What follows belongs to an exercise in optimizing a design on an open flow for small area, a short achievable clock period and few clock cycles per item; a production flow would make more cautious choices. In this exercise RTL edits were held to simulation tests only and were not proved equivalent to the original.

`design.v`:
```
package sthp_pkg;
	localparam int unsigned CmdW = 2;
	localparam int unsigned RawW = 20;
	localparam int unsigned OutW = 18;
	localparam int unsigned CfgIdxW = 3;
	localparam int unsigned CfgDataW = 64;
	localparam logic [CmdW-1:0] CMD_TEMP  = 2'd0;
	localparam logic [CmdW-1:0] CMD_PRESS = 2'd1;
	localparam logic [CmdW-1:0] CMD_HUMID = 2'd2;
	localparam logic [CfgIdxW-1:0] REG_TEMP     = 3'd0;
	localparam logic [CfgIdxW-1:0] REG_PRESS_LO = 3'd1;
	localparam logic [CfgIdxW-1:0] REG_PRESS_HI = 3'd2;
	localparam logic [CfgIdxW-1:0] REG_PRESS_P9 = 3'd3;
	localparam logic [CfgIdxW-1:0] REG_HUMID    = 3'd4;
	localparam logic signed [31:0] TEMP_MIN   = -32'sd4000;
	localparam logic signed [31:0] TEMP_MAX   = 32'sd8500;
	localparam logic [31:0]        PRESS_MIN  = 32'd30000;
	localparam logic [31:0]        PRESS_MAX  = 32'd110000;
	localparam logic signed [31:0] HUM_CAP    = 32'sd419430400;
	localparam logic signed [31:0] HUM_MAX    = 32'sd102400;
endpackage
import sthp_pkg::*;
module sthp_div #(parameter int unsigned STEPS = 4) (
	input  logic [15:0] rem_i,
	input  logic [31:0] nq_i,
	input  logic [15:0] den_i,
	output logic [15:0] rem_o,
	output logic [31:0] nq_o
);
	always_comb begin
		logic [16:0] sh, diff;
		rem_o = rem_i;
		nq_o  = nq_i;
		for (int i = 0; i < STEPS; i++) begin
			sh   = {rem_o, nq_o[31]};
			diff = sh - {1'b0, den_i};
			if (!diff[16]) begin
				rem_o = diff[15:0];
				nq_o  = {nq_o[30:0], 1'b1};
			end else begin
				rem_o = sh[15:0];
				nq_o  = {nq_o[30:0], 1'b0};
			end
		end
	end
endmodule
module sthp_mul #(parameter int NA = 16, parameter int NB = 16, parameter int W = 32) (
	input  logic [NA-1:0] a,
	input  logic [NB-1:0] b,
	input  logic [W-1:0]  c,
	output logic [W-1:0]  y
);
	logic [W-1:0] rows [NB+2];
	always_comb begin
		logic [W-1:0] k;
		k = '0;
		for (int j = 0; j <= NB + 1; j++)
			rows[j] = '0;
		for (int j = 0; j < NB; j++)
			for (int i = 0; i < NA; i++)
				if (i + j < W) begin
					if ((i == NA - 1) != (j == NB - 1)) begin
						rows[j][i+j] = ~(a[i] & b[j]);
						k = k - (W'(1) << (i + j));
					end else
						rows[j][i+j] = a[i] & b[j];
				end
		rows[NB] = k;
		rows[NB+1] = c;
	end
	always_comb begin
		y = '0;
		for (int j = 0; j <= NB + 1; j++)
			y = y + rows[j];
	end
endmodule
module sthp_sqr #(parameter int N = 17, parameter int W = 32) (
	input  logic [N-1:0] x,
	output logic [W-1:0] y
);
	logic [W-1:0] rows [N+1];
	always_comb begin
		logic [W-1:0] k;
		k = '0;
		for (int i = 0; i <= N; i++)
			rows[i] = '0;
		for (int i = 0; i < N; i++)
			if (2 * i < W)
				rows[N][2*i] = x[i];
		for (int i = 0; i < N - 1; i++)
			for (int j = i + 1; j < N; j++)
				if (i + j + 1 < W) begin
					if (j == N - 1) begin
						rows[i][i+j+1] = ~(x[i] & x[j]);
						k = k - (W'(1) << (i + j + 1));
					end else
						rows[i][i+j+1] = x[i] & x[j];
				end
		rows[N-1] = k;
	end
	always_comb begin
		y = '0;
		for (int i = 0; i <= N; i++)
			y = y + rows[i];
	end
endmodule
import sthp_pkg::*;
module sensor_thp_compensation_top (
	input  logic                          clk,
	input  logic                          arst_n,
	input  logic                          s_tvalid,
	output logic                          s_tready,
	input  logic [23:0]                   s_tdata,   
	input  logic [sthp_pkg::CmdW-1:0]     s_tuser,   
	output logic                          m_tvalid,
	input  logic                          m_tready,
	output logic [23:0]                   m_tdata,   
	input  logic                          cfg_valid,
	output logic                          cfg_ready,
	input  logic [sthp_pkg::CfgIdxW-1:0]  cfg_index,
	input  logic [sthp_pkg::CfgDataW-1:0] cfg_data
);
	localparam int DIVK  = 11;             
	localparam int NST   = 8 + DIVK;       
	localparam int CAP   = NST + 2;        
	localparam int PW    = 5;               
	function automatic logic signed [31:0] sdiv(input logic signed [31:0] x,
		input int unsigned k);
		logic signed [31:0] bias;
		bias = x[31] ? ((32'sd1 <<< k) - 32'sd1) : 32'sd0;
		sdiv = (x + bias) >>> k;
	endfunction
	function automatic logic signed [31:0] sneg(input logic signed [31:0] x,
		input int unsigned k);
		logic [31:0] mask;
		mask = (32'd1 << k) - 32'd1;
		sneg = {31'd0, x[31] && ((x & mask) != 32'd0)};
	endfunction
	logic [47:0] tcal_q;
	logic [63:0] pcal_lo_q, pcal_hi_q, hcal_q;
	logic [15:0] p9_q;
	assign cfg_ready = 1'b1;
	always_ff @(posedge clk or negedge arst_n) begin
		if (!arst_n) begin
			tcal_q    <= '0;
			pcal_lo_q <= '0;
			pcal_hi_q <= '0;
			p9_q      <= '0;
			hcal_q    <= '0;
		end else if (cfg_valid) begin
			unique case (cfg_index)
				REG_TEMP:     tcal_q    <= cfg_data[47:0];
				REG_PRESS_LO: pcal_lo_q <= cfg_data;
				REG_PRESS_HI: pcal_hi_q <= cfg_data;
				REG_PRESS_P9: p9_q      <= cfg_data[15:0];
				REG_HUMID:    hcal_q    <= cfg_data;
				default:      ;
			endcase
		end
	end
	logic        [15:0] t1, p1;
	logic signed [15:0] t2, t3, p2, p3, p4, p5, p6, p7, p8, p9, h2;
	logic        [7:0]  h1, h3;
	logic signed [11:0] h4, h5;
	logic signed [7:0]  h6;
	assign t1 = tcal_q[15:0];
	assign t2 = tcal_q[31:16];
	assign t3 = tcal_q[47:32];
	assign p1 = pcal_lo_q[15:0];
	assign p2 = pcal_lo_q[31:16];
	assign p3 = pcal_lo_q[47:32];
	assign p4 = pcal_lo_q[63:48];
	assign p5 = pcal_hi_q[15:0];
	assign p6 = pcal_hi_q[31:16];
	assign p7 = pcal_hi_q[47:32];
	assign p8 = pcal_hi_q[63:48];
	assign p9 = p9_q;
	assign h1 = hcal_q[7:0];
	assign h2 = hcal_q[23:8];
	assign h3 = hcal_q[31:24];
	assign h4 = hcal_q[43:32];
	assign h5 = hcal_q[55:44];
	assign h6 = hcal_q[63:56];
	logic [NST-1:0] v_q;                   
	logic [1:0]     cmd_q [NST];           
	logic           s_tready_q;
	logic [PW:0]    cnt_q;                 
	logic           acc, del;
	assign acc = s_tvalid && s_tready_q;
	assign del = m_tvalid && m_tready;
	logic signed [21:0] ft_q;              
	logic               ft_we;
	logic signed [21:0] ft_new;
	logic [19:0]        raw0, raw1, raw2, raw3;
	logic signed [20:0] s1_a;              
	logic signed [19:0] s1_b;              
	logic signed [21:0] s2_ft;             
	logic [31:0]        s2_a, s2_b, s2_c;  
	logic [31:0]        s3_a, s3_b;        
	logic [31:0]        s3_x;              
	logic [31:0]        s4_m;              
	logic [21:0]        s4_x;              
	logic [31:0]        s5_nq;             
	logic signed [16:0] s5_den;            
	logic               s5_hi;
	logic [15:0]        dv_rem [DIVK+1];
	logic [31:0]        dv_nq  [DIVK+1];
	logic [15:0]        dv_den [DIVK+1];
	logic               dv_hi  [DIVK+1];
	logic               dv_neg [DIVK+1];   
	logic               dv_zero[DIVK+1];   
	logic               dv_qn  [DIVK+1];
	logic [31:0]        e1_m, e1_x;        
	logic               e1_zero;
	logic [31:0]        e2_a, e2_b, e2_x;
	logic               e2_zero;
	logic signed [17:0] t_a0;
	logic signed [16:0] t_b0;
	logic [31:0]        m1a, m1b;
	logic signed [31:0] s1_an, s1_bn;
	always_comb begin
		t_a0 = signed'({1'b0, raw0[19:3]}) - signed'({1'b0, t1, 1'b0});
		t_b0 = signed'({1'b0, raw0[19:4]}) - signed'({1'b0, t1});
		s1_an = sdiv(m1a, 11);
		s1_bn = sdiv(m1b, 12);
	end
	sthp_mul #(.NA(18), .NB(16)) u_m1a (.a(t_a0), .b(t2), .c('0), .y(m1a));
	sthp_sqr #(.N(17))           u_m1b (.x(t_b0), .y(m1b));
	logic signed [31:0] pa, pq, ha, ft32, h4_32, m2tx;
	logic [31:0]        c2a;
	logic signed [18:0] nh5;
	logic signed [21:0] x2a, x2b, x2c;
	logic signed [18:0] y2a;
	logic signed [15:0] y2b, y2c;
	logic [31:0]        m2a, m2b, m2c, m2tp;
	logic signed [31:0] m2t, ft_t;
	always_comb begin
		ft32 = ft_q;
		pa = (ft32 >>> 1) + sneg(ft32, 1) - 32'sd64000;
		pq = sdiv(pa, 2);
		ha = ft32 - 32'sd76800;
		h4_32 = h4;
		nh5 = h5;
		nh5 = -nh5;
		x2a = '0; y2a = '0; x2b = '0; y2b = '0; x2c = '0; y2c = '0; c2a = '0;
		unique case (cmd_q[1])
			CMD_PRESS: begin
				x2a = pq[21:0]; y2a = pq[18:0];
				x2b = pa[21:0]; y2b = p5;
				x2c = pa[21:0]; y2c = p2;
			end
			default: begin
				x2a = ha[21:0]; y2a = nh5;
				c2a = (signed'({12'd0, raw1}) <<< 14) - (h4_32 <<< 20) + 32'sd16384;
				x2b = ha[21:0]; y2b = h6;
				x2c = ha[21:0]; y2c = {8'd0, h3};
			end
		endcase
		m2tx = m2tp;
		ft_t = s1_a;
		ft_t = ft_t + (m2tx >>> 14) + sneg(m2tx, 14);
		ft_new = ft_t[21:0];
		ft_we = v_q[1] && cmd_q[1] == CMD_TEMP;
	end
	sthp_mul #(.NA(20), .NB(16)) u_m2t (.a(s1_b), .b(t3),  .c('0),  .y(m2tp));
	sthp_mul #(.NA(22), .NB(19)) u_m2a (.a(x2a),  .b(y2a), .c(c2a), .y(m2a));
	sthp_mul #(.NA(22), .NB(16)) u_m2b (.a(x2b),  .b(y2b), .c('0),  .y(m2b));
	sthp_mul #(.NA(22), .NB(16)) u_m2c (.a(x2c),  .b(y2c), .c('0),  .y(m2c));
	logic signed [20:0] x3a;
	logic signed [18:0] y3a;
	logic [31:0]        m3a, m3b;
	logic signed [31:0] p_ed, m3bx, s2cx;
	logic [31:0]        c3a;
	logic signed [31:0] s13, t_tmp, h_e, s11, hb3, hc3, ft2_32;
	logic signed [18:0] s13n;
	logic [17:0]        t_res;
	always_comb begin
		s13  = sdiv(s2_a, 13);
		s13n = s13[18:0];
		s11  = sdiv(s2_a, 11);
		hb3  = sdiv(s2_b, 10);
		hc3  = sdiv(s2_c, 11) + 32'sd32768;
		if (cmd_q[2] == CMD_PRESS) begin
			x3a = s11[20:0];
			y3a = p6;
			c3a = {s2_b[30:0], 1'b0};
		end else begin
			x3a = hb3[20:0];
			y3a = hc3[18:0];
			c3a = '0;
		end
		m3bx = m3b;
		s2cx = s2_c;
		p_ed = (m3bx >>> 3) + sneg(m3bx, 3) + (s2cx >>> 1) + sneg(s2cx, 1);
		ft2_32 = s2_ft;
		t_tmp = sdiv(ft2_32 * 32'sd5 + 32'sd128, 8);
		if (t_tmp < TEMP_MIN)
			t_res = TEMP_MIN[OutW-1:0];
		else if (t_tmp > TEMP_MAX)
			t_res = TEMP_MAX[OutW-1:0];
		else
			t_res = t_tmp[OutW-1:0];
		h_e = sdiv(s2_a, 15);
	end
	sthp_mul #(.NA(21), .NB(19)) u_m3a (.a(x3a), .b(y3a),  .c(c3a), .y(m3a));
	sthp_mul #(.NA(16), .NB(19)) u_m3b (.a(p3),  .b(s13n), .c('0),  .y(m3b));
	logic signed [31:0] p_b, p_a2, p_p0, p4_32, s3ax, s3bx;
	logic [31:0]        c4;
	logic signed [31:0] x4;
	logic signed [16:0] y4;
	logic [31:0]        m4;
	always_comb begin
		p4_32 = p4;
		s3ax = s3_a;
		s3bx = s3_b;
		p_b  = (s3ax >>> 2) + sneg(s3ax, 2) + (p4_32 <<< 16);
		p_p0 = 32'sd1048576 - signed'({12'd0, raw3}) - (p_b >>> 12) - sneg(p_b, 12);
		p_a2 = (s3bx >>> 18) + sneg(s3bx, 18) + 32'sd32768;
		if (cmd_q[3] == CMD_PRESS) begin
			x4 = signed'({16'd0, p1});
			y4 = signed'({1'b0, p_a2[15:0]});
			c4 = '0;
		end else begin
			x4 = (s3ax >>> 10) + sneg(s3ax, 10) + 32'sd2097152;
			y4 = h2;
			c4 = 32'd8192;
		end
	end
	sthp_mul #(.NA(32), .NB(17)) u_m4 (.a(x4), .b(y4), .c(c4), .y(m4));
	logic signed [31:0] p_a3, p_1v, h_b, p0_32;
	logic signed [21:0] p0_22;
	logic signed [16:0] he5;
	logic signed [17:0] hb5;
	logic [31:0]        m5;
	logic [31:0]        p_num;
	always_comb begin
		p_a3  = sdiv(signed'(s4_m), 15);
		p0_22 = s4_x;
		p0_32 = p0_22;
		p_1v  = p0_32 * 32'sd3125;
		p_num = p_1v[31] ? p_1v : {p_1v[30:0], 1'b0};
		h_b   = sdiv(signed'(s4_m), 14);
		he5   = s4_x[16:0];
		hb5   = h_b[17:0];
	end
	sthp_mul #(.NA(17), .NB(18)) u_m5 (.a(he5), .b(hb5), .c('0), .y(m5));
	logic [15:0] dv_rem_n [DIVK];
	logic [31:0] dv_nq_n  [DIVK];
	genvar gi;
	generate
		for (gi = 0; gi < DIVK; gi++) begin : g_div
			sthp_div #(.STEPS(gi == DIVK - 1 ? 2 : 3)) u_div (
				.rem_i (dv_rem[gi]),
				.nq_i  (dv_nq[gi]),
				.den_i (dv_den[gi]),
				.rem_o (dv_rem_n[gi]),
				.nq_o  (dv_nq_n[gi])
			);
		end
	endgenerate
	assign dv_nq[0]   = s5_nq;
	assign dv_rem[0]  = '0;
	assign dv_den[0]  = s5_den[15:0];
	assign dv_hi[0]   = s5_hi;
	assign dv_neg[0]  = s5_den[16];
	assign dv_zero[0] = s5_den == 0;
	assign dv_qn[0]   = neg_q;
	logic [16:0] neg_m;
	logic        neg_q;
	always_comb begin
		neg_m = 17'(-s5_den);
		neg_q = (~s5_nq) < {15'd0, neg_m};
	end
	logic [31:0]        p_2v, q_fin;
	logic [29:0]        xe1;
	logic [31:0]        me1;
	logic signed [31:0] h_s;
	always_comb begin
		q_fin = dv_neg[DIVK] ? {31'd0, dv_qn[DIVK]} : dv_nq[DIVK];
		p_2v  = dv_hi[DIVK] ? {q_fin[30:0], 1'b0} : q_fin;
		h_s   = sdiv(signed'(dv_nq[DIVK]), 15);
		xe1   = (cmd_q[5+DIVK] == CMD_PRESS) ? {1'b0, p_2v[31:3]} : h_s[29:0];
	end
	sthp_sqr #(.N(30)) u_me1 (.x(xe1), .y(me1));
	logic signed [24:0] xe2b;
	logic signed [15:0] ye2b;
	logic [31:0]        me2a;
	logic signed [30:0] pe2;
	logic signed [31:0] hd2, pc2;
	logic [31:0]        me2b;
	always_comb begin
		pe2  = {1'b0, e1_x[31:2]};
		pc2  = {13'd0, e1_m[31:13]};
		hd2  = sdiv(signed'(e1_m), 7);
		if (cmd_q[6+DIVK] == CMD_PRESS) begin
			xe2b = pc2[24:0];
			ye2b = p9;
		end else begin
			xe2b = hd2[24:0];
			ye2b = {8'd0, h1};
		end
	end
	sthp_mul #(.NA(31), .NB(16)) u_me2a (.a(pe2),  .b(p8),   .c('0), .y(me2a));
	sthp_mul #(.NA(25), .NB(16)) u_me2b (.a(xe2b), .b(ye2b), .c('0), .y(me2b));
	logic signed [31:0] p_s3, hum, p7_32, e2ax, e2bx, e2xx;
	logic [31:0]        p_sum;
	logic [17:0]        res;
	always_comb begin
		p7_32 = p7;
		e2ax  = e2_a;
		e2bx  = e2_b;
		e2xx  = e2_x;
		p_s3  = (e2bx >>> 12) + sneg(e2bx, 12) + (e2ax >>> 13) + sneg(e2ax, 13) + p7_32;
		p_sum = e2xx + (p_s3 >>> 4) + sneg(p_s3, 4);
		hum   = e2xx - (e2bx >>> 4) - sneg(e2bx, 4);
		if (hum < 0)
			hum = '0;
		if (hum > HUM_CAP)
			hum = HUM_CAP;
		hum = hum >>> 12;
		if (hum > HUM_MAX)
			hum = HUM_MAX;
		unique case (cmd_q[NST-1])
			CMD_PRESS: begin
				if (e2_zero || p_sum < PRESS_MIN)
					res = PRESS_MIN[OutW-1:0];
				else if (p_sum > PRESS_MAX)
					res = PRESS_MAX[OutW-1:0];
				else
					res = p_sum[OutW-1:0];
			end
			CMD_HUMID: res = hum[OutW-1:0];
			CMD_TEMP:  res = e2_x[OutW-1:0];
			default:   res = '0;
		endcase
	end
	always_ff @(posedge clk) begin
		raw0 <= s_tdata[RawW-1:0];
		raw1 <= raw0;
		s1_a <= s1_an[20:0];
		s1_b <= s1_bn[19:0];
		raw2  <= raw1;
		s2_ft <= ft_new;
		s2_a  <= m2a;
		s2_b  <= m2b;
		s2_c  <= m2c;
		raw3 <= raw2;
		s3_a <= m3a;
		s3_b <= p_ed;
		s3_x <= (cmd_q[2] == CMD_HUMID) ? h_e : {14'd0, t_res};
		s4_m <= m4;
		s4_x <= (cmd_q[3] == CMD_PRESS) ? p_p0[21:0] : s3_x[21:0];
		s5_nq  <= (cmd_q[4] == CMD_PRESS) ? p_num :
		          (cmd_q[4] == CMD_HUMID) ? m5 : {14'd0, s4_x[17:0]};
		s5_den <= p_a3[16:0];
		s5_hi  <= p_1v[31];
		for (int i = 0; i < DIVK; i++) begin
			dv_rem[i+1]  <= dv_rem_n[i];
			dv_nq[i+1]   <= (cmd_q[5+i] == CMD_PRESS) ? dv_nq_n[i] : dv_nq[i];
			dv_den[i+1]  <= dv_den[i];
			dv_hi[i+1]   <= dv_hi[i];
			dv_neg[i+1]  <= dv_neg[i];
			dv_zero[i+1] <= dv_zero[i];
			dv_qn[i+1]   <= dv_qn[i];
		end
		e1_m    <= me1;
		e1_x    <= (cmd_q[5+DIVK] == CMD_PRESS) ? p_2v : dv_nq[DIVK];
		e1_zero <= dv_zero[DIVK];
		e2_a    <= me2a;
		e2_b    <= me2b;
		e2_x    <= e1_x;
		e2_zero <= e1_zero;
		for (int i = 0; i < NST; i++)
			cmd_q[i] <= (i == 0) ? s_tuser : cmd_q[i-1];
	end
	logic [OutW-1:0] fifo_q [CAP];
	logic [PW-1:0]   wp_q, rp_q;
	logic [PW:0]     fcnt_q;
	logic            m_tvalid_q;
	logic            wr;
	logic [PW:0]     fcnt_n, cnt_n;
	assign wr     = v_q[NST-1];
	assign fcnt_n = fcnt_q + (wr ? 1 : 0) - (del ? 1 : 0);
	assign cnt_n  = cnt_q + (acc ? 1 : 0) - (del ? 1 : 0);
	always_ff @(posedge clk) begin
		if (wr)
			fifo_q[wp_q] <= res;
	end
	always_ff @(posedge clk or negedge arst_n) begin
		if (!arst_n) begin
			v_q        <= '0;
			ft_q       <= '0;
			s_tready_q <= 1'b1;
			cnt_q      <= '0;
			fcnt_q     <= '0;
			wp_q       <= '0;
			rp_q       <= '0;
			m_tvalid_q <= 1'b0;
		end else begin
			v_q <= {v_q[NST-2:0], acc};
			if (ft_we)
				ft_q <= ft_new;
			cnt_q      <= cnt_n;
			s_tready_q <= cnt_n < CAP;
			fcnt_q     <= fcnt_n;
			m_tvalid_q <= fcnt_n != 0;
			if (wr)
				wp_q <= (wp_q == PW'(CAP - 1)) ? '0 : wp_q + 1'b1;
			if (del)
				rp_q <= (rp_q == PW'(CAP - 1)) ? '0 : rp_q + 1'b1;
		end
	end
	assign s_tready = s_tready_q;
	assign m_tvalid = m_tvalid_q;
	assign m_tdata  = {{(24-OutW){1'b0}}, fifo_q[rp_q]};
endmodule
```
`constraint.sdc`:
```
create_clock -name core_clock -period 20.0 [get_ports {clk}]
set_input_delay 4.0000 -clock core_clock [delete_from_list [all_inputs] [get_ports {clk}]]
set_output_delay 4.0000 -clock core_clock [all_outputs]
set_load 0.01 [all_outputs]
```
`config.mk`:
```
export PLATFORM = sky130hd
export DESIGN_NAME = sensor_thp_compensation_top
export DESIGN_NICKNAME = sensor_thp_compensation_top
export VERILOG_FILES = /design/flow/design.v
export SDC_FILE = /design/flow/constraint.sdc
export NUM_CORES = 4
export LEC_CHECK = 0
export CAP_MARGIN = 40
export CORE_MARGIN = 2
export CORE_UTILIZATION = 45
export PLACE_DENSITY = 0.55
export SLEW_MARGIN = 40
```
`run.sh`:
```
#!/bin/bash
# synth_recipe.tcl (not shown) runs the flow's synth.tcl, then flattens the netlist and writes it again
# the make line also repeats each setting of config.mk as NAME=value (left out here)
make -C /OpenROAD-flow-scripts/flow DESIGN_CONFIG=/design/flow/config.mk WORK_HOME=/design/flow/orfs CLKGATE_MAP_FILE= SYNTH_SCRIPT=/design/flow/synth_recipe.tcl finish
```
==> summary.txt <==
==> layout make-up <==
class	count	area, um^2	area share
clock inverter	118	1610	0.00625
tap	6994	8750	0.0339
multi-input combinational	18602	176000	0.682
inverter	3723	14000	0.0542
sequential	2040	46300	0.179
clock buffer	334	6960	0.0270
timing repair buffer	550	4360	0.0169
antenna	65	163	0.000631
==> kinds of logic (layout without fill, tap and decap cells) <==
family / count (synthesis) / count (layout)
xor gates and xnor gates: 1357 / 1357
AOI/OAI and AO/OA: 2932 / 2932
muxes: 1038 / 1038
adders and majority gates: 5649 / 5649
buffers and inverters: 4675 / 4725
DFF: 2040 / 2040
and+or+nand+nor: 7602 / 7602
other: 2 / 89
==> flip-flops by register name, summed over array words and instances, names as in the netlist, 32 cells and up <==
| signal | flops |
|---|---|
| dv_nq | 352 |
| hcal_q | 64 |
| pcal_lo_q | 64 |
| s5_nq | 32 |
| e2_b | 32 |
| cmd_q | 38 |
| e2_a | 32 |
| s2_b | 32 |
| s4_m | 32 |
| pcal_hi_q | 64 |
| s2_a | 32 |
| tcal_q | 48 |
| e1_x | 32 |
| dv_den | 160 |
| dv_rem | 160 |
| s2_c | 32 |
| s3_a | 32 |
| s3_b | 32 |
| e2_x | 32 |
| fifo_q | 378 |
==> path summary, 6_finish.rpt <==
check	start	cells past startpoint	end
min reg2reg	dv_zero[3]	0	dv_zero[4]
min in group asynchronous	arst_n	1	fcnt_q[4]
max in group asynchronous	arst_n	4	tcal_q[29]
max	s2_a[31]	52	s3_b[30]
max reg2reg	s2_a[31]	52	s3_b[30]
min	dv_zero[3]	0	dv_zero[4]
==> worst max-delay path, delay by kind of cell, from the launching register on <==
kind            cells  cell delay [ns]
compound gates     22             6.71
fa+ha+maj          11             3.65
simple gates       10             1.30
xor+xnor            3             0.84
buf+inv             6             0.75
flops               1             0.64
==> cells in the final DEF, fill, tap and decap left out, drive strengths merged, types with 746 or more instances in the layout <==
cell,count
nand2,3317
xnor2,938
dfxtp,1341
a21oi,813
mux2,780
fa,3429
nor2,1752
ha,2219
and2,746
inv,3736
==> per-stage QoR <==
stage / std cells / hold slack (ns)
floorplan: 25317 / 0.310
global placement: 31896 / 0.310
detailed placement: 31901 / 0.312
CTS: 32353 / 0.300
global route: 32375 / 0.307
finish: 32426 / 0.303
==> layer usage <==
layer	vias up	part of all wire	GRT usage	routed length, um
li1	80910	-	-	-
met1	88346	0.43	0.363	309000
met2	4823	0.45	0.418	316000
met3	979	0.081	0.0611	57600
met4	18	0.039	0.0895	27400
met5	-	0.00016	0	111
==> metrics.yaml <==
status:
  status: "timing/DRC/antenna clean"
placement:
  place_ws_ns: 5.77
  portBuffers: 113
  dp_hpwl_um: 570000
  dpl_cell_area_um2: 249000
  place_congestion: 0.952
critical_path:
  cpMostUsedCell: "fa_1"
  critical_path.slowest_cell: "o31ai_1"
  crit_type: "register to register"
  crit_arrival_ns: 14.92
  reg2reg_setup_slack_ns: 5.92
  required_ns: 20.84
  critPathMaxStageDelay_ns: 0.73
  cp_max_fo: 18
  cp-start-kind: "register"
  cp-end-kind: "register"
sta:
  fin_crit_sh: 0.704
  fin_crit_ns: 14.08
  clock_skew_ns: 0.173
  tightest_slew_ns: 1.01
  setup_viol: 0
  hold_violations: 0
  grt_setup_unrepaired: "false"
  final.setup.tns_ns: 0
  setup_slack_ns: 5.92
  relSlewSlack: 0.324
  slew_violations: 0
  fmax_mhz: 71.0
floorplanning:
  dieArea_um2: 535000
  core_region_area_um2: 528000
  initial_core_util: 0.451
  io_pins: 125
  die_h_um: 731
  placement_rows: 267
  fp.dieW_um: 731
synth:
  syn_inst: 25295
  synth_xor_area_frac: 0.0502
  synth_top_family_by_area: "adder cells"
  avgSynthCellArea_um2: 9.41
  synth_common_cells: "inv_1, fa_1, nand2_1"
  async_flop_share: 0.157
  yosys_warnings: 45
  synth.area.top_cells: "fa_1, ha_1, dfxtp_1"
  synth_fa_ha_area_frac: 0.405
  ys_ff_latch: 2040
  synth-edff-count: 378
  synth_top_area_frac: 0.288
  synthFlopType: "dfxtp_1"
  yosys.cell_types.count: 108
  synth_top_cell_by_area: "fa_1"
  syn-cell-area_um2: 238000
  synth.area.mux_share: 0.0534
  synth-simple-area-share: 0.145
  seq_area_frac_synth: 0.194
  synth_compound_area_frac: 0.0784
  synth_most_common_cell: "inv_1"
global_routing:
  grt_antenna_before_repair: 74
  grtUsageTotal: 0.266
  grt_pass1_wl_um: 1090000
  first_global_vias: 178664
  grt_overflow_total: 0
  grt_max_degree: 94
flow_run:
  max_cap_violations: 0
route:
  drt-pass1-iter-count: 6
  dr.first_iter.drc_count: 11729
  wl_per_cell_um: 21.9
  antenna_left: 0
  via_count: 175076
  wl_um: 710000
  drc: 0
  via_per_inst: 5.40
finish:
  postLayoutCellArea_um2: 258000
  fill_cells: 49872
  fin_util: 0.489
  fin_nets: 30908
  syn_to_final_growth_pct: 8.36
  drive_above_1_share: 0.0865
clock_tree:
  cts-resized-gates: 0
  cts_tree: "done"
  insertion_delay_ns: 1.08
  numCtsBuffers: 245
  clkSinkCount: 2040
  postCtsHoldBufs: 0
  clkTransAtPathRegs_ns: 0.06
  cts_root_buf: "clkbuf_16"
  clk_path_buf_depth: 4
  cts-htree-levels: 4
  post_cts_buffers: 0
min_path:
  hp-class: "register to register"
Testbench counts, summed over its fixed seeds: cycles 3,376, items 3,200.

## port drivers added, routing unchanged
Ports are ideal in the flow. The routed layout listed here was re-timed in OpenROAD. Step 1: set_driving_cell puts a clkbuf_16 on clk and a buf_2 on each other input, an assumption about the parent block. Step 2 moves the port delays by t, midway between the first and last clock arrival at a register: inputs arrive t later, outputs are due t later. That takes back most of the time a late clock gives input paths. Slacks: ideal / step 1 / step 2; pairs: ideal / step 1.
shift t [ns]: 1.108
slack for setup (ns): 5.923 / 5.923 / 5.923
worst setup path at the end: register to register
clock arrival spread, ns: 0.178 / 0.178
cell pins on the clock port's net: 1
After both steps this run still meets setup and hold. For this run, drivers alone change the setup slack by 0.000 ns; drivers and shift together by 0.000 ns.
